What follows belongs to an exercise in optimizing a design on an open flow for a short achievable clock period and few clock cycles; a production flow would make more cautious choices. In this exercise RTL edits were held to simulation tests only and were not proved equivalent to the original. Power and IR drop assume default switching activity.

===== config.mk =====
export PLATFORM = sky130hd
export DESIGN_NAME = rv_pipeline_top
export DESIGN_NICKNAME = rv_pipeline_top
export VERILOG_FILES = /design/flow/design.v
export SDC_FILE = /design/flow/constraint.sdc
export NUM_CORES = 4
export LEC_CHECK = 0
export CAP_MARGIN = 20
export CORE_MARGIN = 2
export CORE_UTILIZATION = 35
export SLEW_MARGIN = 20

===== constraint.sdc =====
create_clock -name core_clock -period 7.0 [get_ports {clock}]
set_input_delay 1.4000 -clock core_clock [delete_from_list [all_inputs] [get_ports {clock}]]
set_output_delay 1.4000 -clock core_clock [all_outputs]
set_load 0.01 [all_outputs]

===== design.v =====
package rv_isa_pkg;
    localparam int REG_IDX_W = 5;
    localparam int NUM_REGS  = 32;
    localparam int OPCODE_LSB = 0;
    localparam int RD_LSB     = 7;
    localparam int FUNCT3_LSB = 12;
    localparam int RS1_LSB    = 15;
    localparam int RS2_LSB    = 20;
    localparam int FUNCT7_LSB = 25;
    typedef enum logic [6:0] {
        OP     = 7'b0110011,   
        OP_IMM = 7'b0010011,
        LOAD   = 7'b0000011,
        STORE  = 7'b0100011,
        BRANCH = 7'b1100011,
        SYSTEM = 7'b1110011    
    } opcode_e;
    typedef enum logic [2:0] {ADD, SUB, AND, OR, XOR} alu_op_e;
    localparam logic [31:0] NOP_INST = 32'h0000_0013;   
    localparam logic [31:0] WFI_INST = 32'h1050_0073;
endpackage
package rv_pipe_pkg;
    localparam int XLEN = 32;
    typedef enum logic [1:0] {BUS_NONE, BUS_LOAD, BUS_STORE} bus_cmd_e;
    typedef enum logic [1:0] {RUNNING, HALTED, ILLEGAL} status_e;
    typedef struct packed {
        logic            valid;
        logic [XLEN-1:0] pc;
        logic [XLEN-1:0] npc;
        logic [31:0]     inst;
    } if_id_t;
    typedef struct packed {
        logic                             valid;
        logic [XLEN-1:0]                  pc;
        logic [XLEN-1:0]                  npc;
        logic [4:0]                       rs1_idx;   
        logic [4:0]                       rs2_idx;
        logic [XLEN-1:0]                  rs1_value;
        logic [XLEN-1:0]                  rs2_value;
        logic [XLEN-1:0]                  imm;
        logic [4:0]                       dest;      
        logic [2:0]                       alu_op;    
        logic                             use_imm;
        logic                             rd_mem;
        logic                             wr_mem;
        logic                             is_branch;
        logic                             branch_on_ne;
        logic                             halt;
        logic                             illegal;
    } id_ex_t;
    typedef struct packed {
        logic                             valid;
        logic [XLEN-1:0]                  npc;
        logic [4:0]                       dest;
        logic [XLEN-1:0]                  alu_result;   
        logic [XLEN-1:0]                  store_data;
        logic                             rd_mem;
        logic                             wr_mem;
        logic                             halt;
        logic                             illegal;
    } ex_mem_t;
    typedef struct packed {
        logic                             valid;
        logic [XLEN-1:0]                  npc;
        logic [4:0]                       dest;
        logic [XLEN-1:0]                  result;
        logic                             wr_en;
        logic                             halt;
        logic                             illegal;
    } mem_wb_t;
endpackage
module rv_pipeline_top #(
    parameter logic [rv_pipe_pkg::XLEN-1:0] RESET_PC = '0
) (
    input  logic                         clock,
    input  logic                         reset,
    output logic [1:0]                   mem_cmd,
    output logic [rv_pipe_pkg::XLEN-1:0] mem_addr,
    output logic [rv_pipe_pkg::XLEN-1:0] mem_wdata,
    input  logic [rv_pipe_pkg::XLEN-1:0] mem_rdata,
    output logic                         commit_valid,
    output logic                         commit_wr_en,
    output logic [4:0]                   commit_wr_idx,
    output logic [rv_pipe_pkg::XLEN-1:0] commit_wr_data,
    output logic [rv_pipe_pkg::XLEN-1:0] commit_npc,
    output logic [1:0]                   status
);
    localparam int CI = 5;              
    localparam int CN = 1 << CI;        
    localparam int TL = CI + 2;         
    logic [31:2]  pc;
    logic         ic_v   [0:CN-1];
    logic [31:TL] ic_tag [0:CN-1];
    logic [31:0]  ic_inst[0:CN-1];
    logic         ic_tk  [0:CN-1];      
    logic [31:2]  ic_npc [0:CN-1];      
    logic         d_v;
    logic [31:2]  d_pc;
    logic [31:0]  d_inst;
    logic         d_ftk;                
    logic         d_mem;                
    logic         stopped;              
    logic         e_v;
    logic [31:2]  e_npc;
    logic [31:2]  e_tgt;
    logic [31:0]  e_a, e_b, e_sd;
    logic         e_sub, e_and, e_or, e_xor;
    logic         e_ld, e_st, e_br, e_bne, e_pred;
    logic [4:0]   e_rd;
    logic         e_wen, e_halt, e_ill;
    logic         m_v;
    logic [31:2]  m_npc;
    logic [4:0]   m_rd;
    logic         m_wen;
    logic [31:0]  m_res, m_sd;
    logic         m_ld, m_st, m_halt, m_ill;
    logic         w_v;
    logic [31:2]  w_npc;
    logic [4:0]   w_rd;
    logic         w_wen;
    logic [31:0]  w_val;
    logic         w_halt, w_ill;
    logic [31:0]  rf [0:31];
    logic [CI-1:0] f_idx;
    logic          f_hit;
    logic          m_acc;
    logic          f_ok;
    logic [31:0]   f_inst;
    assign f_idx  = pc[TL-1:2];
    assign f_hit  = ic_v[f_idx] && ic_tag[f_idx] == pc[31:TL];
    assign f_ok   = f_hit || !m_acc;
    assign f_inst = f_hit ? ic_inst[f_idx] : mem_rdata;
    logic [6:0]  opc;
    logic [2:0]  f3;
    logic [6:0]  f7;
    logic [4:0]  rd, rs1, rs2;
    logic        is_op, is_addi, is_lw, is_sw, is_br, is_wfi, is_ill;
    logic        use1, use2, d_wen, pred;
    logic [31:0] imm_i, imm_s, imm_b;
    logic [31:2] d_tgt, d_npc4;
    logic        ld_hz, issue, d_redir;
    logic [31:0] v1, v2;
    assign opc = d_inst[6:0];
    assign f3  = d_inst[14:12];
    assign f7  = d_inst[31:25];
    assign rd  = d_inst[11:7];
    assign rs1 = d_inst[19:15];
    assign rs2 = d_inst[24:20];
    assign is_op   = opc == 7'b0110011 &&
                     ((f7 == 7'h00 && (f3 == 3'b000 || f3 == 3'b100 || f3 == 3'b110 || f3 == 3'b111))
                      || (f7 == 7'h20 && f3 == 3'b000));
    assign is_addi = opc == 7'b0010011 && f3 == 3'b000;
    assign is_lw   = opc == 7'b0000011 && f3 == 3'b010;
    assign is_sw   = opc == 7'b0100011 && f3 == 3'b010;
    assign is_br   = opc == 7'b1100011 && f3[2:1] == 2'b00;
    assign is_wfi  = d_inst == 32'h1050_0073;
    assign is_ill  = !(is_op || is_addi || is_lw || is_sw || is_br || is_wfi);
    assign use1  = is_op || is_addi || is_lw || is_sw || is_br;
    assign use2  = is_op || is_sw || is_br;
    assign d_wen = (is_op || is_addi || is_lw) && rd != 5'd0;
    assign imm_i = {{20{d_inst[31]}}, d_inst[31:20]};
    assign imm_s = {{20{d_inst[31]}}, d_inst[31:25], d_inst[11:7]};
    assign imm_b = {{19{d_inst[31]}}, d_inst[31], d_inst[7], d_inst[30:25], d_inst[11:8], 1'b0};
    assign pred   = is_br && ((rs1 == rs2) ? !f3[0] : (f3[0] || d_inst[31]));
    assign d_tgt  = d_pc + imm_b[31:2];
    assign d_npc4 = d_pc + 30'd1;
    assign ld_hz = e_v && e_ld && e_wen &&
                   ((use1 && e_rd == rs1) || (use2 && e_rd == rs2));
    logic [31:0] e_bx, e_sum, e_alu;
    logic        e_taken, e_redir;
    logic [31:2] e_rpc;
    assign e_bx    = e_b ^ {32{e_sub}};
    assign e_sum   = e_a + e_bx + {31'd0, e_sub};
    assign e_alu   = e_and ? (e_a & e_b) :
                     e_or  ? (e_a | e_b) :
                     e_xor ? (e_a ^ e_b) : e_sum;
    assign e_taken = (e_a == e_b) ^ e_bne;
    assign e_redir = e_v && e_br && (e_taken != e_pred);
    assign e_rpc   = e_taken ? e_tgt : e_npc;
    assign issue   = d_v && !ld_hz && !stopped && !e_redir;
    assign d_redir = issue && pred && !d_ftk;
    logic [31:0] m_val;
    assign m_acc = m_v && (m_ld || m_st);
    assign m_val = m_ld ? mem_rdata : m_res;
    assign mem_cmd   = (m_v && m_st) ? 2'd2 : 2'd1;   
    assign mem_addr  = m_acc ? m_res : {pc, 2'b00};
    assign mem_wdata = m_sd;
    function automatic logic [31:0] fwd(input logic [4:0] idx);
        if (idx == 5'd0)
            fwd = '0;
        else if (e_v && e_wen && e_rd == idx)
            fwd = e_alu;
        else if (m_v && m_wen && m_rd == idx)
            fwd = m_val;
        else
            fwd = rf[idx];
    endfunction
    assign v1 = fwd(rs1);
    assign v2 = fwd(rs2);
    always_ff @(posedge clock) begin
        if (reset) begin
            pc  <= RESET_PC[31:2];
            d_v <= 1'b0;
        end else if (e_redir) begin
            pc  <= e_rpc;
            d_v <= 1'b0;
        end else if (d_redir) begin
            pc  <= d_tgt;
            d_v <= 1'b0;
        end else if (!d_v || issue) begin
            if (f_ok) begin
                pc     <= f_hit ? ic_npc[f_idx] : pc + 30'd1;
                d_v    <= 1'b1;
                d_pc   <= pc;
                d_inst <= f_inst;
                d_ftk  <= f_hit && ic_tk[f_idx];
                d_mem  <= !f_hit;
            end else begin
                d_v <= 1'b0;
            end
        end
    end
    always_ff @(posedge clock) begin
        if (reset) begin
            for (int i = 0; i < CN; i++) ic_v[i] <= 1'b0;
        end else if (d_v && d_mem) begin
            ic_v[d_pc[TL-1:2]] <= 1'b1;
        end
    end
    always_ff @(posedge clock) begin
        if (d_v && d_mem) begin
            ic_tag [d_pc[TL-1:2]] <= d_pc[31:TL];
            ic_inst[d_pc[TL-1:2]] <= d_inst;
            ic_tk  [d_pc[TL-1:2]] <= pred;
            ic_npc [d_pc[TL-1:2]] <= pred ? d_tgt : d_npc4;
        end
    end
    always_ff @(posedge clock) begin
        if (reset)
            stopped <= 1'b0;
        else if (issue && (is_wfi || is_ill))
            stopped <= 1'b1;
    end
    always_ff @(posedge clock) begin
        e_v    <= !reset && issue;
        e_npc  <= d_npc4;
        e_tgt  <= d_tgt;
        e_a    <= v1;
        e_b    <= (is_addi || is_lw) ? imm_i : is_sw ? imm_s : v2;
        e_sd   <= v2;
        e_sub  <= is_op && f7[5];
        e_and  <= is_op && f3 == 3'b111;
        e_or   <= is_op && f3 == 3'b110;
        e_xor  <= is_op && f3 == 3'b100;
        e_ld   <= is_lw;
        e_st   <= is_sw;
        e_br   <= is_br;
        e_bne  <= f3[0];
        e_pred <= pred;
        e_rd   <= rd;
        e_wen  <= d_wen;
        e_halt <= is_wfi;
        e_ill  <= is_ill;
    end
    always_ff @(posedge clock) begin
        m_v    <= !reset && e_v;
        m_npc  <= e_npc;
        m_rd   <= e_rd;
        m_wen  <= e_wen;
        m_res  <= e_alu;
        m_sd   <= e_sd;
        m_ld   <= e_ld;
        m_st   <= e_st;
        m_halt <= e_halt;
        m_ill  <= e_ill;
    end
    always_ff @(posedge clock) begin
        if (m_v && m_wen)
            rf[m_rd] <= m_val;
    end
    always_ff @(posedge clock) begin
        w_v    <= !reset && m_v;
        w_npc  <= m_npc;
        w_rd   <= m_rd;
        w_wen  <= m_wen;
        w_val  <= m_val;
        w_halt <= m_halt;
        w_ill  <= m_ill;
    end
    always_ff @(posedge clock) begin
        if (reset)
            status <= 2'd0;
        else if (status == 2'd0 && w_v) begin
            if (w_ill)
                status <= 2'd2;
            else if (w_halt)
                status <= 2'd1;
        end
    end
    assign commit_valid   = w_v;
    assign commit_wr_en   = w_wen;
    assign commit_wr_idx  = w_rd;
    assign commit_wr_data = w_val;
    assign commit_npc     = {w_npc, 2'b00};
endmodule

===== run.sh =====
#!/bin/bash
# synth_recipe.tcl (not shown) runs the flow's synth.tcl, then flattens the netlist and writes it again
# the make line also repeats each setting of config.mk as NAME=value (left out here)
make -C /OpenROAD-flow-scripts/flow DESIGN_CONFIG=/design/flow/config.mk WORK_HOME=/design/flow/orfs CLKGATE_MAP_FILE= SYNTH_SCRIPT=/design/flow/synth_recipe.tcl finish

==> impl_metrics.csv, run 1 <==
group,metric,value,unit
layout,multi_input_area,49000,um^2
layout,fillers,44200,
power_and_ir_drop,cellLeakagePower,0.0647,uW
timing,min_period,5760,ps
clock_tree,tritoncts,"done",
setup_path,cp_num_buf_inv,2,
place,place_inst,15400,
setup_path,end_kind,"flip-flop",
layout,layout.area.seq,126000,um^2
timing,rsz0062_at_grt,"false",
power_and_ir_drop,vdd_drop_max,0.263,mV
layout,final_cells,16300,
power_and_ir_drop,p_sw,15800,uW
power_and_ir_drop,pwr-share-seq,49.6,%
layout,drive_above_1_share,27.1,%
clock_tree,clkTransAtPathRegs,60,ps
setup_path,r2r.worst_path.cells,13,
logic_synthesis,synth-seq-cells,4335,
clock_tree,clockRootBuffer,"clkbuf_16",
clock_tree,cts_made_buffers,446,
global_route,antenna_found_initial,48,
floorplan,die_w,715,um
logic_synthesis,syn_area,177000,um^2
flow_run,maxCapViolations,0,
global_route,grt_usage,20.9,%
timing,maxSlewHeadroom,19.2,%
logic_synthesis,synthMuxAreaShare,20.3,%
place,dp_hpwl,312000,um
global_route,grt_max_degree,109,
place,place.port_buffers,170,
timing,drv_slew,0,
floorplan,coreArea,505000,um^2
hold_path,hp-class,"flip-flop to flip-flop",
setup_path,critPathLaunchType,"flip-flop",
timing,tightest_slew,1210,ps
power_and_ir_drop,combPwrFrac,12.1,%
logic_synthesis,synth-async-reset-ratio,0,%
logic_synthesis,synth_simple_gate_area_share,2.60,%
clock_tree,postCtsHoldBufs,0,
place,post_dp_cell_area,188000,um^2
setup_path,critPathKind,"flip-flop to flip-flop",
drt,num_vias,95100,
clock_tree,clkLatencyLatePin,1090,ps
layout,nets,9356,
logic_synthesis,synth_top_family_by_area,"multiplexers",
logic_synthesis,ys_types,85,
setup_path,max_stage_delay,940,ps
logic_synthesis,yosys_warnings,1,
clock_tree,cts.sinks,4335,
layout,area_delta_synth_final,14.7,%
logic_synthesis,synth_edf_count,3904,
drt,dr.pass1.iters,6,
timing,finalSetupViolations,0,
drt,drt_iter0_drc,13400,
clock_tree,cts_max_level,5,
logic_synthesis,synth_adder_area_share,0.927,%
drt,drc,0,
power_and_ir_drop,switching_share,25.6,%
drt,routed_wl,548000,um
drt,wl_per_cell,33.6,um
timing,timing.fmax,174,MHz
clock_tree,cts_resized,0,
layout,post-route-cell-area,203000,um^2
timing,finalSetupTns,0,ps
setup_path,worstPathRequired,7860,ps
timing,hold_viol,0,
setup_path,crit_family,"simple AND/OR/NAND/NOR gates",
floorplan,die-area,511000,um^2
clock_tree,post_cts_buffers,0,
floorplan,start_util,35.1,%
hold_path,holdPathStages,0,
hold_path,hold_end,"w_ill",
power_and_ir_drop,power.density,304,nW/um^2
run_status,status,"complete, no violations",
logic_synthesis,synth_flop_cell,"edfxtp_1",
logic_synthesis,synth_xor_area_share,0.948,%
timing,period_share,82.3,%
setup_path,crit_slowest_cell,"dfxtp_4",
hold_path,hp-start,"m_ill",
place,place_congestion,0.901,
setup_path,cp_data_arrival_time,6620,ps
setup_path,path_cells,"buf_4 -> nand2b_1 -> o221ai_1 -> a31oi_1 -> a211oi_1 -> xnor2_1 -> o2111ai_1 -> or4_1 -> or4b_4 -> buf_12 -> nand2_1 -> o21ai_1 -> mux2_2",
drt,viasPerCell,5.84,
global_route,grt_pass1_wl,756000,um
power_and_ir_drop,power_frac_clock,38.3,%
global_route,gr-total-overflow,0,
clock_tree,clockBufferDepth,4,
logic_synthesis,synth_seq_area_share,71.1,%
setup_path,reg2reg_slack,1240,ps
floorplan,die_h,715,um
timing,finClkSkew,152,ps
floorplan,io_pins,173,
drt,detail-route-antenna-nets,0,
logic_synthesis,syn_area_per_cell,20.1,um^2
global_route,grt_pass1_vias,94800,
logic_synthesis,synth_compound_area_share,2.58,%
setup_path,cp_max_fo,54,
logic_synthesis,netlist_instances,8801,
floorplan,row_count,261,
power_and_ir_drop,internal-power,45900,uW
[cells in the final DEF (no fill, tap or decap), types with 19 or more instances in the layout]
| cell | count |
|---|---|
| o21ai_1 | 38 |
| and3_1 | 32 |
| nand3_1 | 68 |
| o21ai_0 | 115 |
| nor2b_1 | 32 |
| a211oi_1 | 74 |
| a21oi_1 | 166 |
| nor2_1 | 285 |
| dfxtp_1 | 413 |
| clkbuf_16 | 458 |
| mux2i_1 | 243 |
| nor2_4 | 66 |
| clkinv_2 | 71 |
| inv_1 | 133 |
| ha_1 | 128 |
| a21o_1 | 34 |
| nor4_1 | 19 |
| a22oi_1 | 48 |
| clkbuf_1 | 111 |
| edfxtp_1 | 3904 |
| bufinv_16 | 27 |
| xor2_1 | 83 |
| nand2_1 | 330 |
| a31oi_1 | 19 |
| mux4_2 | 1443 |
| nand4_1 | 33 |
| buf_12 | 49 |
| clkinv_1 | 81 |
| buf_4 | 232 |
| and2_1 | 19 |
| mux2_2 | 85 |
| a22o_1 | 24 |
| xnor2_1 | 105 |
| clkbuf_8 | 31 |
| clkdlybuf4s50_1 | 169 |
| nor3_1 | 37 |
[synthesized netlist by cell type, types with 11 or more instances]
cell type	n	area [um^2]
a211oi_1	74	556
a21o_1	34	255
a21oi_1	168	841
a221oi_1	15	131
a22o_1	24	210
a22oi_1	48	360
a31oi_1	19	119
a32o_1	16	160
and2_1	19	119
and3_1	34	213
buf_1	106	398
buf_2	83	415
buf_4	17	128
buf_6	12	135
clkbuf_1	307	1150
dfxtp_1	431	8630
edfxtp_1	3904	117000
ha_1	128	1600
inv_1	135	507
mux2_2	85	957
mux2i_1	243	2430
mux4_2	1443	32500
nand2_1	330	1240
nand2b_1	18	113
nand3_1	69	345
nand4_1	33	206
nor2_1	354	1330
nor2b_1	32	200
nor3_1	38	190
nor3b_1	11	82.6
nor4_1	19	119
o211ai_1	12	90.1
o21ai_0	124	621
o21ai_1	38	190
o221ai_1	12	105
o22ai_1	17	106
or3_1	16	100
xnor2_1	106	928
xor2_1	83	727
[flip-flops by register name, summed over array words and instances (netlist names), 2 cells and up, named ones only]
register / flops
d_inst: 32
d_pc: 30
e_a: 32
e_b: 32
e_npc: 30
e_rd: 5
e_sd: 32
e_tgt: 30
ic_inst: 1024
ic_npc: 960
ic_tag: 800
ic_tk: 32
ic_v: 32
m_npc: 30
m_rd: 5
m_res: 32
m_sd: 32
pc: 30
rf: 1024
status: 2
w_npc: 30
w_rd: 5
w_val: 32
[cell families (layout without fill, tap and decap cells)]
group | count (synthesis) | count (layout)
adders and majority gates | 130 | 130
AOI/OAI and AO/OA | 694 | 694
xor gates and xnor gates | 190 | 190
muxes | 1773 | 1773
other | 1 | 15
DFF | 4335 | 4335
buffers and inverters | 661 | 1430
and+or+nand+nor | 1017 | 1017
[metal layers]
metal | GRT usage, % | routed length [um]
met3 | 4.75 | 57300
met2 | 33.4 | 258000
met5 | 0 | 87
met4 | 6.96 | 20300
met1 | 28.4 | 213000
[worst register-to-register path: cells and delay by family (launching register included)]
kind	cells	cell delay, ps
AO/OA/AOI/OAI	5	1300
XOR/XNOR	1	230
buffers and inverters	2	840
flip-flops	1	940
multiplexers	1	280
AND/OR/NAND/NOR	4	1940
[power by group through the flow]
stage | Combinational, uW | Sequential [uW] | Clock (uW)
after global placement | 7250 | 31100 | 0
after floorplan | 4470 | 30600 | 0
after global routing | 7920 | 30600 | 24800
after detailed placement | 7420 | 31100 | 0
final | 7490 | 30600 | 23600
after CTS | 7450 | 30600 | 23900
[area by class of cell]
type | instances | share of cell area [%]
Antenna cell | 13 | 0.0160
Clock inverter | 224 | 1.04
Tap cell | 6706 | 4.13
Multi-Input combinational cell | 3806 | 24.1
Inverter | 136 | 0.258
Sequential cell | 4335 | 62.0
Timing Repair Buffer | 467 | 2.32
Clock buffer | 603 | 6.06
[how the worst max path moves through the flow]
| stage | slack (ps) | to | depth (start not counted) |
|---|---|---|---|
| after floorplan | 1620 | ic_inst[16][0] | 3 |
| after global placement | 1300 | pc[15] | 13 |
| after CTS | 1280 | pc[15] | 13 |
| after global routing | 1140 | pc[15] | 13 |
| final | 1240 | flip-flop | 13 |
| after detailed placement | 1360 | pc[15] | 13 |
[metrics by stage]
step / power, uW / hold slack [ps] / utilization, % / setup WS, ps
4_1_cts: 61900 / 293 / 40.2 / 1280
3_3_place_gp: 38400 / 312 / 37.3 / 1300
5_1_grt: 63400 / 284 / 40.2 / 1140
2_1_floorplan: 35100 / 310 / - / 1620
6_report: 61600 / 298 / 40.2 / 1240
3_5_place_dp: 38500 / 312 / 37.3 / 1360
Testbench counts, summed over its fixed seeds: cycles 34,352.
==> inputs of run 2 (changes only) <==
--- a/design.v
+++ b/design.v
@@ -90,10 +90,15 @@
     localparam int TL = CI + 2;         
     logic [31:2]  pc;
     logic         ic_v   [0:CN-1];
-    logic [31:TL] ic_tag [0:CN-1];
+    logic [10:TL] ic_tag [0:CN-1];
     logic [31:0]  ic_inst[0:CN-1];
     logic         ic_tk  [0:CN-1];      
-    logic [31:2]  ic_npc [0:CN-1];      
+    logic [10:2]  ic_npc [0:CN-1];      
+    logic         fl_v;
+    logic [31:2]  fl_pc;
+    logic [31:0]  fl_inst;
+    logic         fl_tk;
+    logic [31:2]  fl_npc;
     logic         d_v;
     logic [31:2]  d_pc;
     logic [31:0]  d_inst;
@@ -104,10 +109,13 @@
     logic [31:2]  e_npc;
     logic [31:2]  e_tgt;
     logic [31:0]  e_a, e_b, e_sd;
-    logic         e_sub, e_and, e_or, e_xor;
+    logic         e_add, e_sub, e_and, e_or, e_xor;
     logic         e_ld, e_st, e_br, e_bne, e_pred;
     logic [4:0]   e_rd;
     logic         e_wen, e_halt, e_ill;
+    logic         bus_st;               
+    logic         m_acc;                
+    logic [31:0]  bus_addr;
     logic         m_v;
     logic [31:2]  m_npc;
     logic [4:0]   m_rd;
@@ -123,11 +131,10 @@
     logic [31:0]  rf [0:31];
     logic [CI-1:0] f_idx;
     logic          f_hit;
-    logic          m_acc;
     logic          f_ok;
     logic [31:0]   f_inst;
     assign f_idx  = pc[TL-1:2];
-    assign f_hit  = ic_v[f_idx] && ic_tag[f_idx] == pc[31:TL];
+    assign f_hit  = ic_v[f_idx] && ic_tag[f_idx] == pc[10:TL];
     assign f_ok   = f_hit || !m_acc;
     assign f_inst = f_hit ? ic_inst[f_idx] : mem_rdata;
     logic [6:0]  opc;
@@ -139,7 +146,6 @@
     logic [31:0] imm_i, imm_s, imm_b;
     logic [31:2] d_tgt, d_npc4;
     logic        ld_hz, issue, d_redir;
-    logic [31:0] v1, v2;
     assign opc = d_inst[6:0];
     assign f3  = d_inst[14:12];
     assign f7  = d_inst[31:25];
@@ -166,73 +172,105 @@
     assign d_npc4 = d_pc + 30'd1;
     assign ld_hz = e_v && e_ld && e_wen &&
                    ((use1 && e_rd == rs1) || (use2 && e_rd == rs2));
-    logic [31:0] e_bx, e_sum, e_alu;
+    function automatic logic [31:0] ks_add(input logic [31:0] a, input logic [31:0] b,
+                                           input logic cin);
+        logic [31:0] g, p, gn, pn;
+        g    = a & b;
+        p    = a ^ b;
+        g[0] = g[0] | (p[0] & cin);
+        for (int d = 1; d < 32; d = d * 2) begin
+            gn = g;
+            pn = p;
+            for (int i = d; i < 32; i++) begin
+                gn[i] = g[i] | (p[i] & g[i - d]);
+                pn[i] = p[i] & p[i - d];
+            end
+            g = gn;
+            p = pn;
+        end
+        ks_add = (a ^ b) ^ {g[30:0], cin};
+    endfunction
+    logic [31:0] e_sum, e_dif, e_alu;
     logic        e_taken, e_redir;
     logic [31:2] e_rpc;
-    assign e_bx    = e_b ^ {32{e_sub}};
-    assign e_sum   = e_a + e_bx + {31'd0, e_sub};
-    assign e_alu   = e_and ? (e_a & e_b) :
-                     e_or  ? (e_a | e_b) :
-                     e_xor ? (e_a ^ e_b) : e_sum;
+    assign e_sum   = ks_add(e_a, e_b, 1'b0);
+    assign e_dif   = ks_add(e_a, ~e_b, 1'b1);
+    assign e_alu   = ({32{e_add}} & e_sum) | ({32{e_sub}} & e_dif) |
+                     ({32{e_and}} & (e_a & e_b)) | ({32{e_or}} & (e_a | e_b)) |
+                     ({32{e_xor}} & (e_a ^ e_b));
     assign e_taken = (e_a == e_b) ^ e_bne;
     assign e_redir = e_v && e_br && (e_taken != e_pred);
     assign e_rpc   = e_taken ? e_tgt : e_npc;
     assign issue   = d_v && !ld_hz && !stopped && !e_redir;
     assign d_redir = issue && pred && !d_ftk;
     logic [31:0] m_val;
-    assign m_acc = m_v && (m_ld || m_st);
     assign m_val = m_ld ? mem_rdata : m_res;
-    assign mem_cmd   = (m_v && m_st) ? 2'd2 : 2'd1;   
-    assign mem_addr  = m_acc ? m_res : {pc, 2'b00};
+    assign mem_cmd   = bus_st ? 2'd2 : 2'd1;   
+    assign mem_addr  = bus_addr;
     assign mem_wdata = m_sd;
-    function automatic logic [31:0] fwd(input logic [4:0] idx);
-        if (idx == 5'd0)
-            fwd = '0;
-        else if (e_v && e_wen && e_rd == idx)
-            fwd = e_alu;
-        else if (m_v && m_wen && m_rd == idx)
-            fwd = m_val;
+    logic        e1, e2, m1, m2;
+    logic [31:0] o1, o2, v1, v2;
+    assign e1 = rs1 != 5'd0 && e_v && e_wen && e_rd == rs1;
+    assign e2 = rs2 != 5'd0 && e_v && e_wen && e_rd == rs2;
+    assign m1 = rs1 != 5'd0 && m_v && m_wen && m_rd == rs1;
+    assign m2 = rs2 != 5'd0 && m_v && m_wen && m_rd == rs2;
+    assign o1 = m1 ? m_val : (rs1 == 5'd0) ? 32'd0 : rf[rs1];
+    assign o2 = m2 ? m_val : (rs2 == 5'd0) ? 32'd0 : rf[rs2];
+    assign v1 = e1 ? e_alu : o1;
+    assign v2 = e2 ? e_alu : o2;
+    logic        f_take;                 
+    logic [31:2] pc_seq, pc_next;
+    assign f_take  = !e_redir && !d_redir && (!d_v || issue);
+    assign pc_seq  = (m_acc || !f_take) ? pc : pc + 30'd1;
+    always_comb begin
+        if (reset)
+            pc_next = RESET_PC[31:2];
+        else if (e_redir)
+            pc_next = e_rpc;
+        else if (d_redir)
+            pc_next = d_tgt;
+        else if (f_take && f_hit)
+            pc_next = {pc[31:11], ic_npc[f_idx]};
         else
-            fwd = rf[idx];
-    endfunction
-    assign v1 = fwd(rs1);
-    assign v2 = fwd(rs2);
+            pc_next = pc_seq;
+    end
     always_ff @(posedge clock) begin
-        if (reset) begin
-            pc  <= RESET_PC[31:2];
-            d_v <= 1'b0;
-        end else if (e_redir) begin
-            pc  <= e_rpc;
-            d_v <= 1'b0;
-        end else if (d_redir) begin
-            pc  <= d_tgt;
+        pc <= pc_next;
+        if (reset || e_redir || d_redir) begin
             d_v <= 1'b0;
         end else if (!d_v || issue) begin
-            if (f_ok) begin
-                pc     <= f_hit ? ic_npc[f_idx] : pc + 30'd1;
-                d_v    <= 1'b1;
-                d_pc   <= pc;
-                d_inst <= f_inst;
-                d_ftk  <= f_hit && ic_tk[f_idx];
-                d_mem  <= !f_hit;
-            end else begin
-                d_v <= 1'b0;
-            end
+            d_v    <= f_ok;
+            d_pc   <= pc;
+            d_inst <= f_inst;
+            d_ftk  <= f_hit && ic_tk[f_idx];
+            d_mem  <= !f_hit;
         end
     end
     always_ff @(posedge clock) begin
+        bus_st   <= !reset && e_v && e_st;
+        m_acc    <= !reset && e_v && (e_ld || e_st);
+        bus_addr <= (!reset && e_v && (e_ld || e_st)) ? e_alu : {pc_next, 2'b00};
+    end
+    always_ff @(posedge clock) begin
+        fl_v    <= !reset && d_v && d_mem;
+        fl_pc   <= d_pc;
+        fl_inst <= d_inst;
+        fl_tk   <= pred;
+        fl_npc  <= pred ? d_tgt : d_npc4;
+    end
+    always_ff @(posedge clock) begin
         if (reset) begin
             for (int i = 0; i < CN; i++) ic_v[i] <= 1'b0;
-        end else if (d_v && d_mem) begin
-            ic_v[d_pc[TL-1:2]] <= 1'b1;
+        end else if (fl_v) begin
+            ic_v[fl_pc[TL-1:2]] <= fl_npc[31:11] == fl_pc[31:11];
         end
     end
     always_ff @(posedge clock) begin
-        if (d_v && d_mem) begin
-            ic_tag [d_pc[TL-1:2]] <= d_pc[31:TL];
-            ic_inst[d_pc[TL-1:2]] <= d_inst;
-            ic_tk  [d_pc[TL-1:2]] <= pred;
-            ic_npc [d_pc[TL-1:2]] <= pred ? d_tgt : d_npc4;
+        if (fl_v) begin
+            ic_tag [fl_pc[TL-1:2]] <= fl_pc[10:TL];
+            ic_inst[fl_pc[TL-1:2]] <= fl_inst;
+            ic_tk  [fl_pc[TL-1:2]] <= fl_tk;
+            ic_npc [fl_pc[TL-1:2]] <= fl_npc[10:2];
         end
     end
     always_ff @(posedge clock) begin
@@ -252,6 +290,7 @@
         e_and  <= is_op && f3 == 3'b111;
         e_or   <= is_op && f3 == 3'b110;
         e_xor  <= is_op && f3 == 3'b100;
+        e_add  <= !(is_op && (f7[5] || f3 != 3'b000));
         e_ld   <= is_lw;
         e_st   <= is_sw;
         e_br   <= is_br;
--- a/config.mk
+++ b/config.mk
@@ -5,7 +5,9 @@
 export SDC_FILE = /design/flow/constraint.sdc
 export NUM_CORES = 4
 export LEC_CHECK = 0
+export ABC_CLOCK_PERIOD_IN_PS = 1000
 export CAP_MARGIN = 20
 export CORE_MARGIN = 2
 export CORE_UTILIZATION = 35
+export SETUP_SLACK_MARGIN = 3
 export SLEW_MARGIN = 20
==> impl_metrics.csv, run 2 <==
group,metric,value,unit
run_status,status,"complete, no violations",
place,dp_hpwl,242000,um
setup_path,worstPathRequired,7820,ps
logic_synthesis,synth_simple_gate_area_share,3.28,%
place,place_congestion,0.907,
global_route,antenna_found_initial,32,
logic_synthesis,yosysTopAreaCell,"edfxtp_1",
timing,hold_slack,323,ps
timing,finalSetupViolations,0,
layout,fillers,32700,
logic_synthesis,syn_area,130000,um^2
timing,drv_slew,0,
clock_tree,cts.sinks,3107,
setup_path,crit_slowest_cell,"dfxtp_4",
layout,post-route-cell-area,150000,um^2
setup_path,critPathKind,"flip-flop to flip-flop",
logic_synthesis,synth_top_area_share,60.1,%
layout,layout_commonest_cell,"edfxtp_1",
logic_synthesis,synth_xor_area_share,0.960,%
logic_synthesis,synth_adder_area_share,1.26,%
power_and_ir_drop,vdd_drop_max,0.215,mV
clock_tree,postCtsHoldBufs,0,
logic_synthesis,synth-async-reset-ratio,0,%
power_and_ir_drop,power.density,345,nW/um^2
global_route,gr-total-overflow,0,
setup_path,path_cells,"buf_12 -> mux4_2 -> mux4_2 -> mux2_2 -> a221oi_1 -> a21oi_1 -> a21bo_2",
global_route,grt_max_degree,130,
power_and_ir_drop,cellLeakagePower,0.0482,uW
setup_path,cp_common_cell,"mux4_2",
logic_synthesis,ys_top_cells_by_count,"edfxtp_1, mux4_2, dfxtp_1",
place,post_dp_cell_area,138000,um^2
drt,drt_iter0_drc,8925,
clock_tree,clkTransAtPathRegs,60,ps
setup_path,critPathLaunchType,"flip-flop",
clock_tree,cts_made_buffers,331,
clock_tree,clockBufferDepth,4,
timing,finalSetupTns,0,ps
drt,detail-route-antenna-nets,0,
clock_tree,tritoncts,"done",
layout,fin_util,40.6,%
hold_path,hp-class,"flip-flop to flip-flop",
logic_synthesis,netlist_instances,6898,
drt,viasPerCell,5.81,
logic_synthesis,post-synth-top-count-cell,"edfxtp_1",
logic_synthesis,synth_area_leaders,"edfxtp_1, mux4_2, dfxtp_1",
setup_path,cp_data_arrival_time,4770,ps
logic_synthesis,synth_seq_area_share,68.0,%
logic_synthesis,yosys_warnings,1,
global_route,grt_usage,21.2,%
logic_synthesis,synth-seq-cells,3107,
logic_synthesis,synth_edf_count,2592,
setup_path,max_stage_delay,750,ps
logic_synthesis,synth_compound_area_share,3.76,%
logic_synthesis,synth_top_family_by_area,"multiplexers",
setup_path,cp_max_fo,87,
timing,finClkSkew,107,ps
layout,layout_common_cells,"edfxtp_1, mux4_2, dfxtp_1, clkbuf_16, nand2_1",
place,place.port_buffers,170,
layout,drive_above_1_share,28.5,%
logic_synthesis,synth_flop_cell,"edfxtp_1",
floorplan,die-area,375000,um^2
timing,tightest_slew,1190,ps
floorplan,coreArea,369000,um^2
clock_tree,clkLatencyLatePin,970,ps
setup_path,end_kind,"flip-flop",
floorplan,start_util,35.1,%
global_route,grt_pass1_vias,72000,
flow_run,maxCapViolations,0,
timing,period_share,56.4,%
timing,rsz0062_at_grt,"true",
floorplan,io_pins,173,
drt,drc,0,
floorplan,die_h,612,um
drt,num_vias,72100,
layout,area_delta_synth_final,15.5,%
timing,min_period,3950,ps
timing,hold_viol,0,
logic_synthesis,syn_area_per_cell,18.8,um^2
clock_tree,clockRootBuffer,"clkbuf_16",
floorplan,die_w,612,um
drt,dr.pass1.iters,7,
logic_synthesis,synthMuxAreaShare,20.8,%
layout,nets,7346,
timing,maxSlewHeadroom,20.6,%
drt,routed_wl,406000,um
drt,wl_per_cell,32.7,um
floorplan,row_count,223,
global_route,grt_pass1_wl,562000,um
clock_tree,cts_max_level,5,
logic_synthesis,ys_types,96,
timing,timing.fmax,253,MHz
run 2: kinds of logic after synthesis:
kind of cell               Yosys count
xor gates and xnor gates           142
and+or+nand+nor                    859
adders and majority gates          129
buffers and inverters              602
DFF                               3107
AOI/OAI and AO/OA                  740
other                                1
muxes                             1318
run 2: report_power, final:
part / leakage, uW / switching (uW) / internal, uW
Combinational: 0.0151 / 6800 / 4330
Clock: 0.00532 / 7530 / 10200
Sequential: 0.0278 / 920 / 21900
Total: 0.0482 / 15300 / 36300
run 2: final timing paths:
kind	start	endpoint	slack (ps)	depth (start not counted)
worst min-delay path	m_npc[29]	w_npc[29]	320	0
worst max-delay path	flip-flop	e_b[27]	3050	7
worst max register to register	flip-flop	e_b[27]	3050	7
worst min register to register	m_npc[29]	w_npc[29]	320	0
run 2: worst max-delay path: cells and delay by family, from the launching register on:
| kind | cells | cell delay, ps |
|---|---|---|
| multiplexers | 3 | 1310 |
| buffers and inverters | 1 | 530 |
| AO/OA/AOI/OAI | 3 | 1180 |
| flip-flops | 1 | 750 |
run 2: repair_timing:
action | CTS | global route
cloned | 3 | 0
pin swaps | 4 | 9
setup buffers | 15 | 8
gates resized for setup | 59 | 65
endpoints found under the hold margin | 0 | 0
endpoints found under the setup margin | 191 | 121
run 2: per-layer routing:
layer | wire length [um] | GRT usage, % | part of all wire [%]
met3 | 33000 | 3.69 | 8.1
met1 | 160000 | 28.3 | 39
met2 | 192000 | 33.9 | 47
met5 | 31 | 0 | 0.0076
met4 | 20900 | 9.79 | 5.1
run 2: cell type report:
class	instances	area, um^2	share of cell area, %
diodes	9	22.5	0.0150
clock buffers	449	9080	6.06
clock inverters	156	1850	1.24
inverters	186	726	0.485
multi-input cells	3190	39900	26.7
flip-flops and latches	3107	88200	58.9
well taps	4950	6190	4.14
repair buffers	367	3650	2.44
run 2: metrics by stage:
stage	total power, uW	std cells	setup slack [ps]
after CTS	51600	12400	2900
after detailed placement	33800	11800	2220
final	51600	12400	3050
after global placement	33600	11800	2310
after global routing	53200	12400	2960
after floorplan	29300	6899	3040
Testbench counts of run 2, summed over its fixed seeds: cycles 34,352.
==> inputs of run 3 (changes only) <==
--- a/design.v
+++ b/design.v
@@ -190,18 +190,21 @@
         end
         ks_add = (a ^ b) ^ {g[30:0], cin};
     endfunction
-    logic [31:0] e_sum, e_dif, e_alu;
-    logic        e_taken, e_redir;
+    logic [31:0] e_sum, e_dif, e_alu, e_lg;
+    logic        imm_use;
+    logic [31:0] imm_d, ob;
+    logic        e_ok, e_taken, e_redir;
     logic [31:2] e_rpc;
+    logic        rd_r;                   
+    logic [31:2] rd_pc;
     assign e_sum   = ks_add(e_a, e_b, 1'b0);
     assign e_dif   = ks_add(e_a, ~e_b, 1'b1);
-    assign e_alu   = ({32{e_add}} & e_sum) | ({32{e_sub}} & e_dif) |
-                     ({32{e_and}} & (e_a & e_b)) | ({32{e_or}} & (e_a | e_b)) |
-                     ({32{e_xor}} & (e_a ^ e_b));
+    assign e_alu   = ({32{e_add}} & e_sum) | ({32{e_sub}} & e_dif) | e_lg;
     assign e_taken = (e_a == e_b) ^ e_bne;
-    assign e_redir = e_v && e_br && (e_taken != e_pred);
+    assign e_ok    = e_v && !rd_r;       
+    assign e_redir = e_ok && e_br && (e_taken != e_pred);
     assign e_rpc   = e_taken ? e_tgt : e_npc;
-    assign issue   = d_v && !ld_hz && !stopped && !e_redir;
+    assign issue   = d_v && !ld_hz && !stopped && !rd_r;
     assign d_redir = issue && pred && !d_ftk;
     logic [31:0] m_val;
     assign m_val = m_ld ? mem_rdata : m_res;
@@ -216,17 +219,28 @@
     assign m2 = rs2 != 5'd0 && m_v && m_wen && m_rd == rs2;
     assign o1 = m1 ? m_val : (rs1 == 5'd0) ? 32'd0 : rf[rs1];
     assign o2 = m2 ? m_val : (rs2 == 5'd0) ? 32'd0 : rf[rs2];
-    assign v1 = e1 ? e_alu : o1;
     assign v2 = e2 ? e_alu : o2;
+    assign imm_use = is_addi || is_lw || is_sw;
+    assign imm_d   = is_sw ? imm_s : imm_i;
+    assign e_lg    = ({32{e_and}} & (e_a & e_b)) | ({32{e_or}} & (e_a | e_b)) |
+                     ({32{e_xor}} & (e_a ^ e_b));
+    assign ob      = imm_use ? imm_d : o2;
+    assign v1 = ({32{e1 && e_add}} & e_sum) | ({32{e1 && e_sub}} & e_dif) |
+                ({32{e1 && !e_add && !e_sub}} & e_lg) | ({32{!e1}} & o1);
+    logic        eb;
+    logic [31:0] b_next;
+    assign eb     = e2 && !imm_use;
+    assign b_next = ({32{eb && e_add}} & e_sum) | ({32{eb && e_sub}} & e_dif) |
+                    ({32{eb && !e_add && !e_sub}} & e_lg) | ({32{!eb}} & ob);
     logic        f_take;                 
     logic [31:2] pc_seq, pc_next;
-    assign f_take  = !e_redir && !d_redir && (!d_v || issue);
+    assign f_take  = !rd_r && !d_redir && (!d_v || issue);
     assign pc_seq  = (m_acc || !f_take) ? pc : pc + 30'd1;
     always_comb begin
         if (reset)
             pc_next = RESET_PC[31:2];
-        else if (e_redir)
-            pc_next = e_rpc;
+        else if (rd_r)
+            pc_next = rd_pc;
         else if (d_redir)
             pc_next = d_tgt;
         else if (f_take && f_hit)
@@ -236,7 +250,7 @@
     end
     always_ff @(posedge clock) begin
         pc <= pc_next;
-        if (reset || e_redir || d_redir) begin
+        if (reset || rd_r || d_redir) begin
             d_v <= 1'b0;
         end else if (!d_v || issue) begin
             d_v    <= f_ok;
@@ -247,9 +261,11 @@
         end
     end
     always_ff @(posedge clock) begin
-        bus_st   <= !reset && e_v && e_st;
-        m_acc    <= !reset && e_v && (e_ld || e_st);
-        bus_addr <= (!reset && e_v && (e_ld || e_st)) ? e_alu : {pc_next, 2'b00};
+        bus_st   <= !reset && e_ok && e_st;
+        m_acc    <= !reset && e_ok && (e_ld || e_st);
+        bus_addr <= (!reset && e_ok && (e_ld || e_st)) ? e_sum : {pc_next, 2'b00};
+        rd_r     <= !reset && e_redir;
+        rd_pc    <= e_rpc;
     end
     always_ff @(posedge clock) begin
         fl_v    <= !reset && d_v && d_mem;
@@ -274,7 +290,7 @@
         end
     end
     always_ff @(posedge clock) begin
-        if (reset)
+        if (reset || rd_r)
             stopped <= 1'b0;
         else if (issue && (is_wfi || is_ill))
             stopped <= 1'b1;
@@ -284,7 +300,7 @@
         e_npc  <= d_npc4;
         e_tgt  <= d_tgt;
         e_a    <= v1;
-        e_b    <= (is_addi || is_lw) ? imm_i : is_sw ? imm_s : v2;
+        e_b    <= b_next;
         e_sd   <= v2;
         e_sub  <= is_op && f7[5];
         e_and  <= is_op && f3 == 3'b111;
@@ -302,7 +318,7 @@
         e_ill  <= is_ill;
     end
     always_ff @(posedge clock) begin
-        m_v    <= !reset && e_v;
+        m_v    <= !reset && e_ok;
         m_npc  <= e_npc;
         m_rd   <= e_rd;
         m_wen  <= e_wen;
--- a/config.mk
+++ b/config.mk
@@ -9,5 +9,5 @@
 export CAP_MARGIN = 20
 export CORE_MARGIN = 2
 export CORE_UTILIZATION = 35
-export SETUP_SLACK_MARGIN = 3
+export SETUP_SLACK_MARGIN = 5
 export SLEW_MARGIN = 20
==> impl_metrics.csv, run 3 <==
group,metric,value,unit
run_status,status,"complete, no violations",
timing,rsz0062_at_grt,"true",
global_route,grt_max_degree,83,
logic_synthesis,synth_edf_count,2592,
floorplan,die-area,379000,um^2
timing,hold_viol,0,
floorplan,row_count,224,
layout,drive_above_1_share,46.9,%
floorplan,die_w,615,um
drt,wl_per_cell,36.0,um
layout,layout_commonest_cell,"edfxtp_1",
clock_tree,clockRootBuffer,"clkbuf_16",
layout,post-route-cell-area,170000,um^2
drt,viasPerCell,6.00,
logic_synthesis,yosys_warnings,1,
power_and_ir_drop,vdd_drop_max,0.249,mV
logic_synthesis,syn_area,131000,um^2
setup_path,cp_max_fo,5,
power_and_ir_drop,power.density,331,nW/um^2
logic_synthesis,ys_types,96,
setup_path,r2r-end,"pc[2]",
drt,drc,0,
layout,fillers,30900,
logic_synthesis,synth_flop_cell,"edfxtp_1",
clock_tree,cts.sinks,3138,
power_and_ir_drop,cellLeakagePower,0.0564,uW
hold_path,hp-start,"m_npc[15]",
setup_path,reg2reg_slack,3420,ps
global_route,grt_usage,24.2,%
place,place.port_buffers,170,
clock_tree,tritoncts,"done",
timing,maxSlewHeadroom,24.1,%
drt,detail-route-antenna-nets,0,
timing,drv_slew,0,
place,post_dp_cell_area,140000,um^2
timing,timing.fmax,279,MHz
global_route,grt_pass1_vias,78400,
layout,multi_input_area,46400,um^2
clock_tree,cts_made_buffers,331,
clock_tree,postCtsHoldBufs,0,
setup_path,critPathLaunchType,"flip-flop",
timing,period_share,51.2,%
hold_path,hp-class,"flip-flop to flip-flop",
floorplan,die_h,615,um
logic_synthesis,synth_top_area_share,59.5,%
logic_synthesis,syn_area_per_cell,18.6,um^2
logic_synthesis,synth_seq_area_share,67.9,%
layout,nets,8265,
flow_run,maxCapViolations,0,
global_route,antenna_found_initial,25,
place,place_congestion,0.903,
place,place_inst,11900,
drt,drt_iter0_drc,11200,
layout,layout.area.seq,89200,um^2
setup_path,r2r.worst_path.cells,12,
layout,area_delta_synth_final,30.0,%
setup_path,cp_data_arrival_time,4440,ps
logic_synthesis,synth_area_leaders,"edfxtp_1, mux4_2, dfxtp_1",
floorplan,coreArea,372000,um^2
timing,tightest_slew,1140,ps
timing,min_period,3580,ps
timing,finClkSkew,93.8,ps
place,dp_hpwl,247000,um
clock_tree,cts_max_level,5,
timing,finalSetupViolations,0,
logic_synthesis,yosysTopAreaCell,"edfxtp_1",
logic_synthesis,netlist_instances,7020,
hold_path,holdPathStages,0,
layout,fin_util,45.7,%
logic_synthesis,post-synth-top-count-cell,"edfxtp_1",
hold_path,hold_end,"w_npc[15]",
logic_synthesis,synth-seq-cells,3138,
drt,num_vias,80300,
timing,finalSetupTns,0,ps
logic_synthesis,synth-async-reset-ratio,0,%
clock_tree,clockBufferDepth,4,
global_route,grt_pass1_wl,641000,um
floorplan,start_util,35.1,%
setup_path,worstPathRequired,7860,ps
drt,dr.pass1.iters,8,
clock_tree,clkLatencyLatePin,960,ps
drt,routed_wl,481000,um
setup_path,worstReg2RegStart,"d_inst[2]",
setup_path,critPathKind,"flip-flop to flip-flop",
logic_synthesis,ys_top_cells_by_count,"edfxtp_1, mux4_2, dfxtp_1",
setup_path,end_kind,"flip-flop",
floorplan,io_pins,173,
layout,layout_common_cells,"edfxtp_1, mux4_2, buf_4, clkbuf_16, dfxtp_1",
layout,final_cells,13400,
clock_tree,clkTransAtPathRegs,70,ps
global_route,gr-total-overflow,0,
## run 3: changes by cell type in the layout (fill, tap and decap cells not counted), moves of 70 or more
cell,delta
mux2_4,+98
buf_16,+118
mux2_2,-88
buf_6,+284
clkdlybuf4s50_1,-162
buf_12,+160
dfxtp_1,-129
dfxtp_2,+90
dfxtp_4,+70
buf_4,+259
a21oi_1,-74
## run 3: area by class of cell
cell class | count | share of cell area (%)
Clock buffer | 439 | 5.43
Timing Repair Buffer | 1145 | 9.37
Clock inverter | 176 | 1.12
Multi-Input combinational cell | 3314 | 27.3
Timing Repair inverter | 20 | 0.192
Antenna cell | 20 | 0.0294
Sequential cell | 3138 | 52.5
Tap cell | 4972 | 3.66
Inverter | 152 | 0.408
## run 3: cell families (layout without fill, tap and decap cells)
kind of cell	count (synthesis)	in the layout	share of synthesized area, %
DFF	3138	3138	67.9
xor gates and xnor gates	160	160	1.07
other	1	22	0.00287
buffers and inverters	581	1932	1.78
muxes	1336	1345	20.7
AOI/OAI and AO/OA	818	818	4.19
and+or+nand+nor	857	860	3.10
adders and majority gates	129	129	1.25
## run 3: worst max-delay path by stage
stage               slack, ps        from      endpoint
global placement         1470       pc[4]     flip-flop
floorplan                3910  d_inst[31]  bus_addr[31]
CTS                      3510  d_inst[13]   bus_addr[9]
finish                   3420   d_inst[2]         pc[2]
detailed placement       1970       pc[2]   bus_addr[2]
global route             3400  d_inst[13]         pc[2]
## run 3: critical path, cell delays in order (launching register included)
cell and delay (ps):
edfxtp_1 410, or4bb_4 650, or3_4 400, a41oi_4 250
and3b_2 310, buf_6 120, o22a_4 190, a21oi_4 120
buf_6 160, xnor2_2 130, a221oi_2 370, a211oi_2 120
nor3_1 230
## run 3: what timing repair did
action	in CTS	in global routing
pin swaps	316	251
cloned	123	38
setup endpoints to repair	3707	1538
resized for setup	2185	520
setup buffers	518	169
## run 3: where the power goes
group          switching, uW  internal (uW)  leakage, uW  total, uW
sequential               948          22000       0.0281      23000
combinational           8260           6850       0.0229      15100
clock                   7580          10600      0.00545      18100
## run 3: metrics by stage
step                      hold slack [ps]  total power (uW)  worst slack [ps]
after floorplan                       310             29900              3910
after global placement                314             33500              1470
after global routing                  321             57700              3400
final                                 315             56200              3420
after detailed placement              312             33600              1970
after CTS                             321             54900              3510
## run 3: layer usage
layer | global-route usage [%] | part of all wire, %
met1 | 30.9 | 36
met4 | 13.4 | 7.3
met3 | 4.71 | 10
met5 | 0 | 0.0056
met2 | 38.8 | 47
Testbench counts of run 3, summed over its fixed seeds: cycles 34,512.
==> inputs of run 4 (changes only) <==
--- a/design.v
+++ b/design.v
@@ -89,30 +89,46 @@
     localparam int CN = 1 << CI;        
     localparam int TL = CI + 2;         
     logic [31:2]  pc;
+    logic [CN-1:0] pc_oh;               
     logic         ic_v   [0:CN-1];
     logic [10:TL] ic_tag [0:CN-1];
     logic [31:0]  ic_inst[0:CN-1];
     logic         ic_tk  [0:CN-1];      
     logic [10:2]  ic_npc [0:CN-1];      
+    logic [10:2]  ic_tgt [0:CN-1];      
     logic         fl_v;
     logic [31:2]  fl_pc;
     logic [31:0]  fl_inst;
     logic         fl_tk;
+    logic         fl_br;
     logic [31:2]  fl_npc;
+    logic [31:2]  fl_tgt;
     logic         d_v;
     logic [31:2]  d_pc;
     logic [31:0]  d_inst;
-    logic         d_ftk;                
+    logic         d_pred;               
+    logic         d_pr;                 
+    logic [31:2]  d_tgt;                
     logic         d_mem;                
+    logic         s_v;
+    logic [31:2]  s_pc;
+    logic [31:0]  s_inst;
+    logic         s_pred, s_pr, s_mem;
+    logic [31:2]  s_tgt;
     logic         stopped;              
     logic         e_v;
     logic [31:2]  e_npc;
     logic [31:2]  e_tgt;
     logic [31:0]  e_a, e_b, e_sd;
+    logic         e_la, e_lb, e_ls;     
+    logic         e_l2a, e_l2b;         
+    logic         e_u2;                 
     logic         e_add, e_sub, e_and, e_or, e_xor;
     logic         e_ld, e_st, e_br, e_bne, e_pred;
     logic [4:0]   e_rd;
     logic         e_wen, e_halt, e_ill;
+    logic         rd_r;
+    logic [31:2]  rd_pc;
     logic         bus_st;               
     logic         m_acc;                
     logic [31:0]  bus_addr;
@@ -129,23 +145,55 @@
     logic [31:0]  w_val;
     logic         w_halt, w_ill;
     logic [31:0]  rf [0:31];
+    function automatic logic predict(input logic [31:0] w);
+        predict = w[6:0] == 7'b1100011 && w[14:13] == 2'b00 &&
+                  ((w[19:15] == w[24:20]) ? !w[12] : (w[12] || w[31]));
+    endfunction
+    function automatic logic [31:2] br_off(input logic [31:0] w);
+        br_off = {{19{w[31]}}, w[31], w[7], w[30:25], w[11:9]};
+    endfunction
     logic [CI-1:0] f_idx;
     logic          f_hit;
-    logic          f_ok;
+    logic          f_take;              
+    logic          f_got;               
     logic [31:0]   f_inst;
+    logic          f_pred, f_pr;
+    logic [31:2]   f_tgt, m_tgt;
+    logic          d_redir;
+    logic [31:0]   c_inst;
+    logic          c_tk;
+    logic [10:2]   c_npc, c_tgt;
     assign f_idx  = pc[TL-1:2];
-    assign f_hit  = ic_v[f_idx] && ic_tag[f_idx] == pc[10:TL];
-    assign f_ok   = f_hit || !m_acc;
-    assign f_inst = f_hit ? ic_inst[f_idx] : mem_rdata;
+    always_comb begin
+        f_hit  = 1'b0;
+        c_inst = '0;
+        c_tk   = 1'b0;
+        c_npc  = '0;
+        c_tgt  = '0;
+        for (int i = 0; i < CN; i++) begin
+            f_hit  = f_hit | (pc_oh[i] && ic_v[i] && ic_tag[i] == pc[10:TL]);
+            c_inst = c_inst | ({32{pc_oh[i]}} & ic_inst[i]);
+            c_tk   = c_tk | (pc_oh[i] && ic_tk[i]);
+            c_npc  = c_npc | ({9{pc_oh[i]}} & ic_npc[i]);
+            c_tgt  = c_tgt | ({9{pc_oh[i]}} & ic_tgt[i]);
+        end
+    end
+    assign f_take = !s_v && !rd_r && !d_redir;
+    assign f_got  = f_take && (f_hit || !m_acc);
+    assign m_tgt  = pc + br_off(mem_rdata);
+    assign f_inst = f_hit ? c_inst : mem_rdata;
+    assign f_pred = f_hit ? c_tk : predict(mem_rdata);
+    assign f_pr   = !f_hit && predict(mem_rdata);
+    assign f_tgt  = f_hit ? {pc[31:11], c_tgt} : m_tgt;
     logic [6:0]  opc;
     logic [2:0]  f3;
     logic [6:0]  f7;
     logic [4:0]  rd, rs1, rs2;
     logic        is_op, is_addi, is_lw, is_sw, is_br, is_wfi, is_ill;
-    logic        use1, use2, d_wen, pred;
+    logic        use1, use2, d_wen;
     logic [31:0] imm_i, imm_s, imm_b;
-    logic [31:2] d_tgt, d_npc4;
-    logic        ld_hz, issue, d_redir;
+    logic [31:2] d_npc4;
+    logic        ld_hz, issue;
     assign opc = d_inst[6:0];
     assign f3  = d_inst[14:12];
     assign f7  = d_inst[31:25];
@@ -167,11 +215,15 @@
     assign imm_i = {{20{d_inst[31]}}, d_inst[31:20]};
     assign imm_s = {{20{d_inst[31]}}, d_inst[31:25], d_inst[11:7]};
     assign imm_b = {{19{d_inst[31]}}, d_inst[31], d_inst[7], d_inst[30:25], d_inst[11:8], 1'b0};
-    assign pred   = is_br && ((rs1 == rs2) ? !f3[0] : (f3[0] || d_inst[31]));
-    assign d_tgt  = d_pc + imm_b[31:2];
     assign d_npc4 = d_pc + 30'd1;
-    assign ld_hz = e_v && e_ld && e_wen &&
-                   ((use1 && e_rd == rs1) || (use2 && e_rd == rs2));
+    logic ld1, ld2;
+    assign ld1   = e_v && e_ld && e_wen && use1 && e_rd == rs1;
+    assign ld2   = e_v && e_ld && e_wen && use2 && e_rd == rs2;
+    logic is_alu, u2_hz;
+    assign is_alu = is_op || is_addi;
+    assign u2_hz  = e_v && e_u2 && e_wen &&
+                    ((use1 && e_rd == rs1) || (use2 && e_rd == rs2));
+    assign ld_hz  = (ld1 && !is_br && !is_alu) || (ld2 && !is_br && !is_sw && !is_alu) || u2_hz;
     function automatic logic [31:0] ks_add(input logic [31:0] a, input logic [31:0] b,
                                            input logic cin);
         logic [31:0] g, p, gn, pn;
@@ -195,17 +247,24 @@
     logic [31:0] imm_d, ob;
     logic        e_ok, e_taken, e_redir;
     logic [31:2] e_rpc;
-    logic        rd_r;                   
-    logic [31:2] rd_pc;
     assign e_sum   = ks_add(e_a, e_b, 1'b0);
     assign e_dif   = ks_add(e_a, ~e_b, 1'b1);
     assign e_alu   = ({32{e_add}} & e_sum) | ({32{e_sub}} & e_dif) | e_lg;
-    assign e_taken = (e_a == e_b) ^ e_bne;
+    logic [31:0] cmp_a, cmp_b;
+    assign cmp_a   = e_la ? mem_rdata : e_a;
+    assign cmp_b   = e_lb ? mem_rdata : e_b;
+    assign e_taken = (cmp_a == cmp_b) ^ e_bne;
+    logic [31:0] a2, b2, alu2;
+    assign a2   = e_l2a ? mem_rdata : e_a;
+    assign b2   = e_l2b ? mem_rdata : e_b;
+    assign alu2 = ({32{e_add}} & (a2 + b2)) | ({32{e_sub}} & (a2 - b2)) |
+                  ({32{e_and}} & (a2 & b2)) | ({32{e_or}} & (a2 | b2)) |
+                  ({32{e_xor}} & (a2 ^ b2));
     assign e_ok    = e_v && !rd_r;       
     assign e_redir = e_ok && e_br && (e_taken != e_pred);
     assign e_rpc   = e_taken ? e_tgt : e_npc;
     assign issue   = d_v && !ld_hz && !stopped && !rd_r;
-    assign d_redir = issue && pred && !d_ftk;
+    assign d_redir = d_v && d_pr;
     logic [31:0] m_val;
     assign m_val = m_ld ? mem_rdata : m_res;
     assign mem_cmd   = bus_st ? 2'd2 : 2'd1;   
@@ -232,10 +291,15 @@
     assign eb     = e2 && !imm_use;
     assign b_next = ({32{eb && e_add}} & e_sum) | ({32{eb && e_sub}} & e_dif) |
                     ({32{eb && !e_add && !e_sub}} & e_lg) | ({32{!eb}} & ob);
-    logic        f_take;                 
-    logic [31:2] pc_seq, pc_next;
-    assign f_take  = !rd_r && !d_redir && (!d_v || issue);
-    assign pc_seq  = (m_acc || !f_take) ? pc : pc + 30'd1;
+    logic [31:2]  pc_next, pc_inc;
+    logic [10:2]  pc_lo1;
+    logic         pc_cy;
+    logic [31:11] pc_hi1;
+    logic         d_take;                
+    assign {pc_cy, pc_lo1} = {1'b0, pc[10:2]} + 10'd1;
+    assign pc_hi1 = pc[31:11] + 21'd1;
+    assign pc_inc = {pc_cy ? pc_hi1 : pc[31:11], pc_lo1};
+    assign d_take = !d_v || issue;
     always_comb begin
         if (reset)
             pc_next = RESET_PC[31:2];
@@ -244,20 +308,45 @@
         else if (d_redir)
             pc_next = d_tgt;
         else if (f_take && f_hit)
-            pc_next = {pc[31:11], ic_npc[f_idx]};
+            pc_next = {pc[31:11], c_npc};
+        else if (f_take && !m_acc)
+            pc_next = pc_inc;
         else
-            pc_next = pc_seq;
+            pc_next = pc;
     end
     always_ff @(posedge clock) begin
         pc <= pc_next;
-        if (reset || rd_r || d_redir) begin
-            d_v <= 1'b0;
-        end else if (!d_v || issue) begin
-            d_v    <= f_ok;
-            d_pc   <= pc;
-            d_inst <= f_inst;
-            d_ftk  <= f_hit && ic_tk[f_idx];
-            d_mem  <= !f_hit;
+        for (int i = 0; i < CN; i++)
+            pc_oh[i] <= pc_next[TL-1:2] == CI'(i);
+    end
+    always_ff @(posedge clock) begin
+        if (d_take) begin
+            d_pc   <= s_v ? s_pc   : pc;
+            d_inst <= s_v ? s_inst : f_inst;
+            d_pred <= s_v ? s_pred : f_pred;
+            d_tgt  <= s_v ? s_tgt  : f_tgt;
+            d_mem  <= s_v ? s_mem  : !f_hit;
+        end
+        if (!s_v) begin
+            s_pc   <= pc;
+            s_inst <= f_inst;
+            s_pred <= f_pred;
+            s_pr   <= f_pr;
+            s_tgt  <= f_tgt;
+            s_mem  <= !f_hit;
+        end
+        if (reset || rd_r) begin
+            d_v  <= 1'b0;
+            s_v  <= 1'b0;
+            d_pr <= 1'b0;
+        end else begin
+            if (d_take) begin
+                d_v  <= s_v || f_got;
+                d_pr <= s_v ? s_pr : f_got && f_pr;
+            end else if (d_redir) begin
+                d_pr <= 1'b0;                
+            end
+            s_v <= s_v ? !d_take : f_got && !d_take;
         end
     end
     always_ff @(posedge clock) begin
@@ -271,14 +360,17 @@
         fl_v    <= !reset && d_v && d_mem;
         fl_pc   <= d_pc;
         fl_inst <= d_inst;
-        fl_tk   <= pred;
-        fl_npc  <= pred ? d_tgt : d_npc4;
+        fl_tk   <= d_pred;
+        fl_br   <= is_br;
+        fl_npc  <= d_pred ? d_tgt : d_npc4;
+        fl_tgt  <= d_tgt;
     end
     always_ff @(posedge clock) begin
         if (reset) begin
             for (int i = 0; i < CN; i++) ic_v[i] <= 1'b0;
         end else if (fl_v) begin
-            ic_v[fl_pc[TL-1:2]] <= fl_npc[31:11] == fl_pc[31:11];
+            ic_v[fl_pc[TL-1:2]] <= fl_npc[31:11] == fl_pc[31:11] &&
+                                   (!fl_br || fl_tgt[31:11] == fl_pc[31:11]);
         end
     end
     always_ff @(posedge clock) begin
@@ -287,6 +379,7 @@
             ic_inst[fl_pc[TL-1:2]] <= fl_inst;
             ic_tk  [fl_pc[TL-1:2]] <= fl_tk;
             ic_npc [fl_pc[TL-1:2]] <= fl_npc[10:2];
+            ic_tgt [fl_pc[TL-1:2]] <= fl_tgt[10:2];
         end
     end
     always_ff @(posedge clock) begin
@@ -302,6 +395,12 @@
         e_a    <= v1;
         e_b    <= b_next;
         e_sd   <= v2;
+        e_la   <= ld1 && is_br;
+        e_l2a  <= ld1 && is_alu;
+        e_l2b  <= ld2 && is_alu;
+        e_u2   <= (ld1 || ld2) && is_alu;
+        e_lb   <= ld2 && is_br;
+        e_ls   <= ld2 && is_sw;
         e_sub  <= is_op && f7[5];
         e_and  <= is_op && f3 == 3'b111;
         e_or   <= is_op && f3 == 3'b110;
@@ -311,7 +410,7 @@
         e_st   <= is_sw;
         e_br   <= is_br;
         e_bne  <= f3[0];
-        e_pred <= pred;
+        e_pred <= d_pred;
         e_rd   <= rd;
         e_wen  <= d_wen;
         e_halt <= is_wfi;
@@ -322,8 +421,8 @@
         m_npc  <= e_npc;
         m_rd   <= e_rd;
         m_wen  <= e_wen;
-        m_res  <= e_alu;
-        m_sd   <= e_sd;
+        m_res  <= e_u2 ? alu2 : e_alu;
+        m_sd   <= e_ls ? mem_rdata : e_sd;
         m_ld   <= e_ld;
         m_st   <= e_st;
         m_halt <= e_halt;
==> impl_metrics.csv, run 4 <==
group,metric,value,unit
run_status,status,"complete, no violations",
timing,min_period,3660,ps
logic_synthesis,synth_xor_area_share,2.04,%
setup_path,r2r.worst_path.cells,14,
drt,drt_iter0_drc,16900,
power_and_ir_drop,power.density,345,nW/um^2
clock_tree,cts_max_level,5,
layout,layout_commonest_cell,"edfxtp_1",
layout,nets,11200,
logic_synthesis,yosysTopAreaCell,"edfxtp_1",
place,dp_hpwl,346000,um
layout,fillers,36100,
power_and_ir_drop,vdd_drop_max,0.261,mV
global_route,antenna_found_initial,41,
logic_synthesis,ys_top_cells_by_count,"edfxtp_1, dfxtp_1, mux4_2",
logic_synthesis,synth_top_family_by_area,"multiplexers",
logic_synthesis,synth_simple_gate_area_share,5.13,%
place,post_dp_cell_area,163000,um^2
clock_tree,clockRootBuffer,"clkbuf_16",
logic_synthesis,synth_top_area_share,57.8,%
timing,fin_ws,3340,ps
setup_path,critPathKind,"flip-flop to flip-flop",
timing,finalSetupTns,0,ps
timing,finClkSkew,149,ps
setup_path,cp_num_buf_inv,5,
logic_synthesis,netlist_instances,9621,
logic_synthesis,synth_area_leaders,"edfxtp_1, mux4_2, dfxtp_1",
drt,viasPerCell,6.33,
hold_path,hp-class,"flip-flop to flip-flop",
timing,timing.fmax,273,MHz
setup_path,max_stage_delay,620,ps
floorplan,start_util,35.1,%
drt,routed_wl,657000,um
floorplan,io_pins,173,
place,place_congestion,0.958,
layout,layout_common_cells,"edfxtp_1, buf_4, mux4_2, a22oi_1, dfxtp_1",
global_route,grt_usage,28.8,%
setup_path,crit_slowest_cell,"or4_4",
timing,drv_slew,0,
global_route,grt_pass1_vias,102000,
setup_path,reg2reg_slack,3340,ps
logic_synthesis,syn_area_per_cell,15.7,um^2
timing,maxSlewHeadroom,17.1,%
layout,final_cells,17000,
logic_synthesis,post-synth-top-count-cell,"edfxtp_1",
setup_path,cp.depth,14,
flow_run,maxCapViolations,0,
power_and_ir_drop,power,68700,uW
layout,post-route-cell-area,199000,um^2
power_and_ir_drop,cellLeakagePower,0.0672,uW
setup_path,cp-startpoint,"pc[8]",
place,place.port_buffers,170,
setup_path,cp_data_arrival_time,4490,ps
logic_synthesis,synth_flop_cell,"edfxtp_1",
logic_synthesis,syn_area,151000,um^2
drt,drc,0,
floorplan,row_count,241,
drt,num_vias,107000,
timing,hold_viol,0,
setup_path,worstPathRequired,7830,ps
clock_tree,clkLatencyLatePin,1020,ps
place,place_inst,15100,
logic_synthesis,ys_types,95,
drt,detail-route-antenna-nets,0,
timing,finalSetupViolations,0,
floorplan,die-area,438000,um^2
drt,dr.pass1.iters,6,
timing,rsz0062_at_grt,"true",
logic_synthesis,yosys_warnings,1,
logic_synthesis,synthMuxAreaShare,11.5,%
logic_synthesis,synth-seq-cells,3591,
floorplan,die_h,661,um
drt,wl_per_cell,38.7,um
global_route,grt_pass1_wl,871000,um
timing,period_share,52.3,%
clock_tree,tritoncts,"done",
timing,tightest_slew,1210,ps
clock_tree,cts.sinks,3591,
clock_tree,clockBufferDepth,4,
logic_synthesis,synth_seq_area_share,66.8,%
setup_path,worstReg2RegStart,"pc[8]",
setup_path,path_cells,"buf_4 -> xor2_1 -> nor3_1 -> nand4_1 -> nand4_1 -> or4_4 -> nor3_4 -> buf_6 -> buf_12 -> buf_16 -> buf_12 -> nor4_4 -> o31ai_2 -> mux2_4",
layout,drive_above_1_share,39.1,%
setup_path,cp_max_fo,9,
setup_path,crit_family,"simple AND/OR/NAND/NOR gates",
global_route,gr-total-overflow,0,
logic_synthesis,synth-async-reset-ratio,0,%
setup_path,end_kind,"flip-flop",
floorplan,coreArea,431000,um^2
floorplan,die_w,661,um
layout,area_delta_synth_final,31.4,%
logic_synthesis,synth_compound_area_share,10.2,%
setup_path,critPathLaunchType,"flip-flop",
clock_tree,clkTransAtPathRegs,60,ps
place,dp_slack,1030,ps
logic_synthesis,synth_adder_area_share,1.90,%
global_route,grt_max_degree,69,
clock_tree,cts_made_buffers,371,
logic_synthesis,synth_edf_count,2911,
-- run 4: where the power goes --
group	total, uW	internal [uW]	switching (uW)
Sequential	26600	25300	1320
Clock	19700	11000	8700
Combinational	22300	9440	12900
-- run 4: worst min path at each step --
stage               from         to  slack [ps]  cells after the start
2_1_floorplan     e_halt     m_halt         310                      0
3_3_place_gp      e_halt     m_halt         320                      0
3_5_place_dp   m_npc[17]  w_npc[17]         310                      0
4_1_cts        m_npc[26]  w_npc[26]         320                      0
5_1_grt        m_npc[18]  w_npc[18]         330                      0
6_report          m_halt     w_halt         330                      0
-- run 4: what timing repair did --
item | CTS | global route
cloned | 155 | 34
setup buffers | 703 | 254
gates resized for setup | 2659 | 512
hold buffers | 0 | 0
hold endpoints to repair | 0 | 0
pin swaps | 506 | 270
endpoints found under the setup margin | 4397 | 2148
-- run 4: metal layers --
layer  share of wire (%)  GRT usage [%]
met5               0.029              0
met4                 8.2           18.8
met3                  13           6.95
met2                  44           43.4
met1                  36           37.1
-- run 4: final cells by class --
cell class	count	area (um^2)	area share [%]
flip-flops and latches	3591	102000	51.1
clock inverters	182	1680	0.845
multi-input cells	5107	55500	27.9
repair buffers	1556	21200	10.6
clock buffers	511	10300	5.19
inverters	271	1220	0.614
repair inverters	8	73.8	0.0371
diodes	45	113	0.0566
well taps	5710	7140	3.59
-- run 4: cell families (layout without fill, tap and decap cells) --
family          count (synthesis)  count (layout)
simple gates                 1521            1528
buf+inv                       932            2528
mux                           913             913
fa+ha+maj                     227             227
other cells                     1              47
flops                        3591            3591
compound gates               2086            2087
xor+xnor                      350             350
-- run 4: metrics by stage --
| step | util, % | hold slack (ps) |
|---|---|---|
| after floorplan | - | 310 |
| after global placement | 37.8 | 316 |
| final | 46.2 | 326 |
| after global routing | 46.2 | 330 |
| after CTS | 44.9 | 319 |
| after detailed placement | 37.8 | 313 |
Testbench counts of run 4, summed over its fixed seeds: cycles 33,745.
